Source: an optimization exercise on an open RTL-to-GDS flow (aim: small area, a short achievable clock period and few clock cycles per item). Production flows keep margins and buffers that such runs may drop.
Function was checked by simulation only, so behaviour that the tests miss may differ from the original.
No driver is modelled on the clock port, so clocking that relies on it looks cheaper here than on a real chip.

== build 47 ==
## aesDecryptTop
module aesDecryptTop
(
    input  logic   clk,
    input  logic   rstN,
    input  logic   inValid,
    input  logic [128-1:0]  cipherText,
    input  logic [1408-1:0] expandedKey,
    output logic   outValid,
    output logic [128-1:0]  plainText
);
Size: about 6500 cells after synthesis, ~1400 flip-flops, about 1700 I/O pins.
clock: 21.0 ns
lec_check: 0
cap_margin: 20
core_area: 4 4 376 376
die_area: 0 0 380 380
slew_margin: 20
standard.sh (not shown) runs the stock make flow with config.mk's settings and CLKGATE_MAP_FILE= SYNTH_SCRIPT=/design/flow/synth_recipe.tcl, a recipe that flattens the netlist after the stock synthesis.
==> flow/flow/run.sh <==
#!/bin/bash
# The standard layout (standard.sh), with:
#  - synthesis by synth_recipe.tcl, but ABC mapping with an area-oriented script
#    (abc -script replaced; flip-flops are mapped before ABC, so unchanged);
#  - buf_1 port buffers, pins one track apart;
#  - timing repair aiming below the 21 ns period (SETUP_SLACK_MARGIN);
#  - a clock tree of clkbuf_16 without dummy loads;
#  - the state flip-flops and output buffers one size up before the clock
#    tree (flow/pre_cts.tcl);
#  - if the routed layout has antenna violations, placement and routing are
#    redone once or twice with a slightly different placement density.
# Each run of standard.sh logs to standard_flow_N.log; ORFS keeps each step's
# log under orfs/logs/.
set -uo pipefail
W=$PWD
MARGIN="15.3"
CTSBUF="sky130_fd_sc_hd__clkbuf_16"
CTSEXTRA="-sink_clustering_size 20 -sink_clustering_max_diameter 100"
DENSITY="0.60"
EXTRA=""
cp flow/map.abc $W/map.abc
cat > $W/my_synth.tcl <<EOT
proc abc {args} {
  set i [lsearch -exact \$args -script]
  if {\$i >= 0} { lset args [expr {\$i+1}] $W/map.abc }
  yosys abc {*}\$args
}
source $W/synth_recipe.tcl
EOT
run_flow() {
  bash standard.sh \
    SYNTH_SCRIPT=$W/my_synth.tcl \
    BUFFER_PORTS_ARGS="-buffer_cell sky130_fd_sc_hd__buf_1" \
    PLACE_PINS_ARGS="-min_distance 1 -min_distance_in_tracks" \
    SETUP_SLACK_MARGIN=$MARGIN \
    PRE_CTS_TCL=$W/flow/pre_cts.tcl \
    CTS_ARGS="-sink_clustering_enable -repair_clock_nets -dont_use_dummy_load -buf_list {$CTSBUF} $CTSEXTRA" \
    $EXTRA "$@"
}
antennas() {
  local odb=$W/orfs/results/sky130hd/aesDecryptTop/base/6_final.odb
  [[ -f $odb ]] || { echo 1; return; }
  printf 'read_db %s\nputs "ANTENNAS [check_antennas]"\n' "$odb" > $W/antennas.tcl
  openroad -no_init -exit $W/antennas.tcl > $W/antennas_check.log 2>&1
  grep -o 'ANTENNAS [0-9]*' $W/antennas_check.log | awk '{print $2}' | tail -1
}
run_flow PLACE_DENSITY=$DENSITY finish > standard_flow_0.log 2>&1
for try in 1 2; do
  n=$(antennas)
  echo "antenna check after try $((try-1)): ${n:-unknown}" >> flow_retries.log
  [[ "$n" == "0" ]] && break
  bash standard.sh clean_place clean_cts clean_route clean_finish > standard_clean_$try.log 2>&1
  d=$(python3 -c "print(f'{$DENSITY + 0.01*$try:.2f}')")
  run_flow PLACE_DENSITY=$d finish > standard_flow_$try.log 2>&1
done
==> flow/flow/pre_cts.tcl <==
# the state register drives the plainText outputs: give its flip-flops and
# the output port buffers one size up before the clock tree is built.
set n 0
foreach inst [[ord::get_db_block] getInsts] {
  set nm [$inst getName]
  set m [[$inst getMaster] getName]
  if {[string match "*roundState*" $nm] && $m eq "sky130_fd_sc_hd__dfxtp_1"} {
    replace_cell [get_cells $nm] sky130_fd_sc_hd__dfxtp_2
    incr n
  }
}
puts "resized $n state flip-flops"
set n 0
foreach bt [[ord::get_db_block] getBTerms] {
  if {![string match "plainText*" [$bt getName]]} { continue }
  foreach it [[$bt getNet] getITerms] {
    set inst [$it getInst]
    if {[[$inst getMaster] getName] eq "sky130_fd_sc_hd__buf_1"} {
      replace_cell [get_cells [$inst getName]] sky130_fd_sc_hd__buf_2
      incr n
    }
  }
}
puts "resized $n output buffers"
Other scripts of this flow, unchanged in this note and not shown: flow/flow/map.abc
Testbench counts of build 47, summed over its fixed seeds: cycles 5,640, items 512.
#### Input delta (build 8 over build 47)
--- a/flow/flow/run.sh
+++ b/flow/flow/run.sh
@@ -6,6 +6,4 @@
 #  - timing repair aiming below the 21 ns period (SETUP_SLACK_MARGIN);
 #  - a clock tree of clkbuf_16 without dummy loads;
-#  - the state flip-flops and output buffers one size up before the clock
-#    tree (flow/pre_cts.tcl);
 #  - if the routed layout has antenna violations, placement and routing are
 #    redone once or twice with a slightly different placement density.
@@ -34,5 +32,4 @@
     PLACE_PINS_ARGS="-min_distance 1 -min_distance_in_tracks" \
     SETUP_SLACK_MARGIN=$MARGIN \
-    PRE_CTS_TCL=$W/flow/pre_cts.tcl \
     CTS_ARGS="-sink_clustering_enable -repair_clock_nets -dont_use_dummy_load -buf_list {$CTSBUF} $CTSEXTRA" \
     $EXTRA "$@"
removed: flow/flow/pre_cts.tcl
From build 8 to build 47, number of synthesized flops with an enable pin did not move at all. Delta (build 8 minus build 47): relative area change from synthesis to final layout went down; required time of the critical path did not really move.
Inputs modified between build 8 and build 13:
--- a/flow/flow/run.sh
+++ b/flow/flow/run.sh
@@ -6,4 +6,6 @@
 #  - timing repair aiming below the 21 ns period (SETUP_SLACK_MARGIN);
 #  - a clock tree of clkbuf_16 without dummy loads;
+#  - the state flip-flops and output buffers one size up before the clock
+#    tree (flow/pre_cts.tcl);
 #  - if the routed layout has antenna violations, placement and routing are
 #    redone once or twice with a slightly different placement density.
@@ -13,4 +15,5 @@
 W=$PWD
 MARGIN="15.3"
+MARGIN2="15.45"
 CTSBUF="sky130_fd_sc_hd__clkbuf_16"
 CTSEXTRA="-sink_clustering_size 20 -sink_clustering_max_diameter 100"
@@ -32,4 +35,5 @@
     PLACE_PINS_ARGS="-min_distance 1 -min_distance_in_tracks" \
     SETUP_SLACK_MARGIN=$MARGIN \
+    PRE_CTS_TCL=$W/flow/pre_cts.tcl \
     CTS_ARGS="-sink_clustering_enable -repair_clock_nets -dont_use_dummy_load -buf_list {$CTSBUF} $CTSEXTRA" \
     $EXTRA "$@"
@@ -42,5 +46,6 @@
   grep -o 'ANTENNAS [0-9]*' $W/antennas_check.log | awk '{print $2}' | tail -1
 }
-run_flow PLACE_DENSITY=$DENSITY finish > standard_flow_0.log 2>&1
+run_flow PLACE_DENSITY=$DENSITY cts > standard_flow_0.log 2>&1
+run_flow PLACE_DENSITY=$DENSITY SETUP_SLACK_MARGIN=$MARGIN2 finish > standard_flow_0b.log 2>&1
 for try in 1 2; do
   n=$(antennas)
==> flow/flow/pre_cts.tcl (new file) <==
# the state register drives the plainText outputs: give its flip-flops and
# the output port buffers one size up before the clock tree is built.
set n 0
foreach inst [[ord::get_db_block] getInsts] {
  set nm [$inst getName]
  set m [[$inst getMaster] getName]
  if {[string match "*roundState*" $nm] && $m eq "sky130_fd_sc_hd__dfxtp_1"} {
    replace_cell [get_cells $nm] sky130_fd_sc_hd__dfxtp_2
    incr n
  }
}
puts "resized $n state flip-flops"
set n 0
foreach bt [[ord::get_db_block] getBTerms] {
  if {![string match "plainText*" [$bt getName]]} { continue }
  foreach it [[$bt getNet] getITerms] {
    set inst [$it getInst]
    if {[[$inst getMaster] getName] eq "sky130_fd_sc_hd__buf_1"} {
      replace_cell [get_cells [$inst getName]] sky130_fd_sc_hd__buf_2
      incr n
    }
  }
}
puts "resized $n output buffers"
Max wire length reported by the detailed router across build 13 and build 8: build 13. Build 13 against build 8: length in cells of the worst reg-to-reg path has decreased; first-iteration DRC count has decreased. Build 13 closes out successfully: all stages finished, all timing, DRC and antenna checks passed. Compared to build 8, build 13 has core utilization of the finished layout 1.9 points higher. A highest-delay cell along the critical path of dfxtp_2 is what build 13 shows, while dfxtp_1 belongs to build 8. Of build 13 and build 8, build 8 shows the higher sequential share of cell area, with build 13 below it.

## what the ideal ports hide
How much do the figures lean on ideal ports? The routed layouts below were timed once more, with nothing changed but the port constraints. Step 1, drivers: a clkbuf_16 drives clk and a buf_2 each remaining input, both assumed. Step 2 times the ports against the registers' clock, not the clock port: input delays grow and output delays shrink by t, the midpoint of the rising clock arrivals with the driver on. Slacks: no drivers / after step 1 / after step 2; pairs: no drivers / after step 1.
| run | shift t [ns] | slack for setup (ns) | worst setup path after step 2 | slew at the worst register clock pin (ns) | worst data-port slew with drivers (ns) |
|---|---|---|---|---|---|
| build 47 | 0.769 | 15.312 / 15.227 / 14.672 | input to register | 0.09 / 0.09 | 0.17 |
| build 8 | 0.766 | 15.262 / 15.176 / 14.703 | input to register | 0.09 / 0.09 | 0.17 |
| build 13 | 0.766 | 15.404 / 15.320 / 14.753 | input to register | 0.09 / 0.09 | 0.17 |
After both steps setup and hold are still met in every run listed. The setup slack of build 13, which loses most, moves by -0.084 ns with the drivers and by -0.651 ns with both steps.
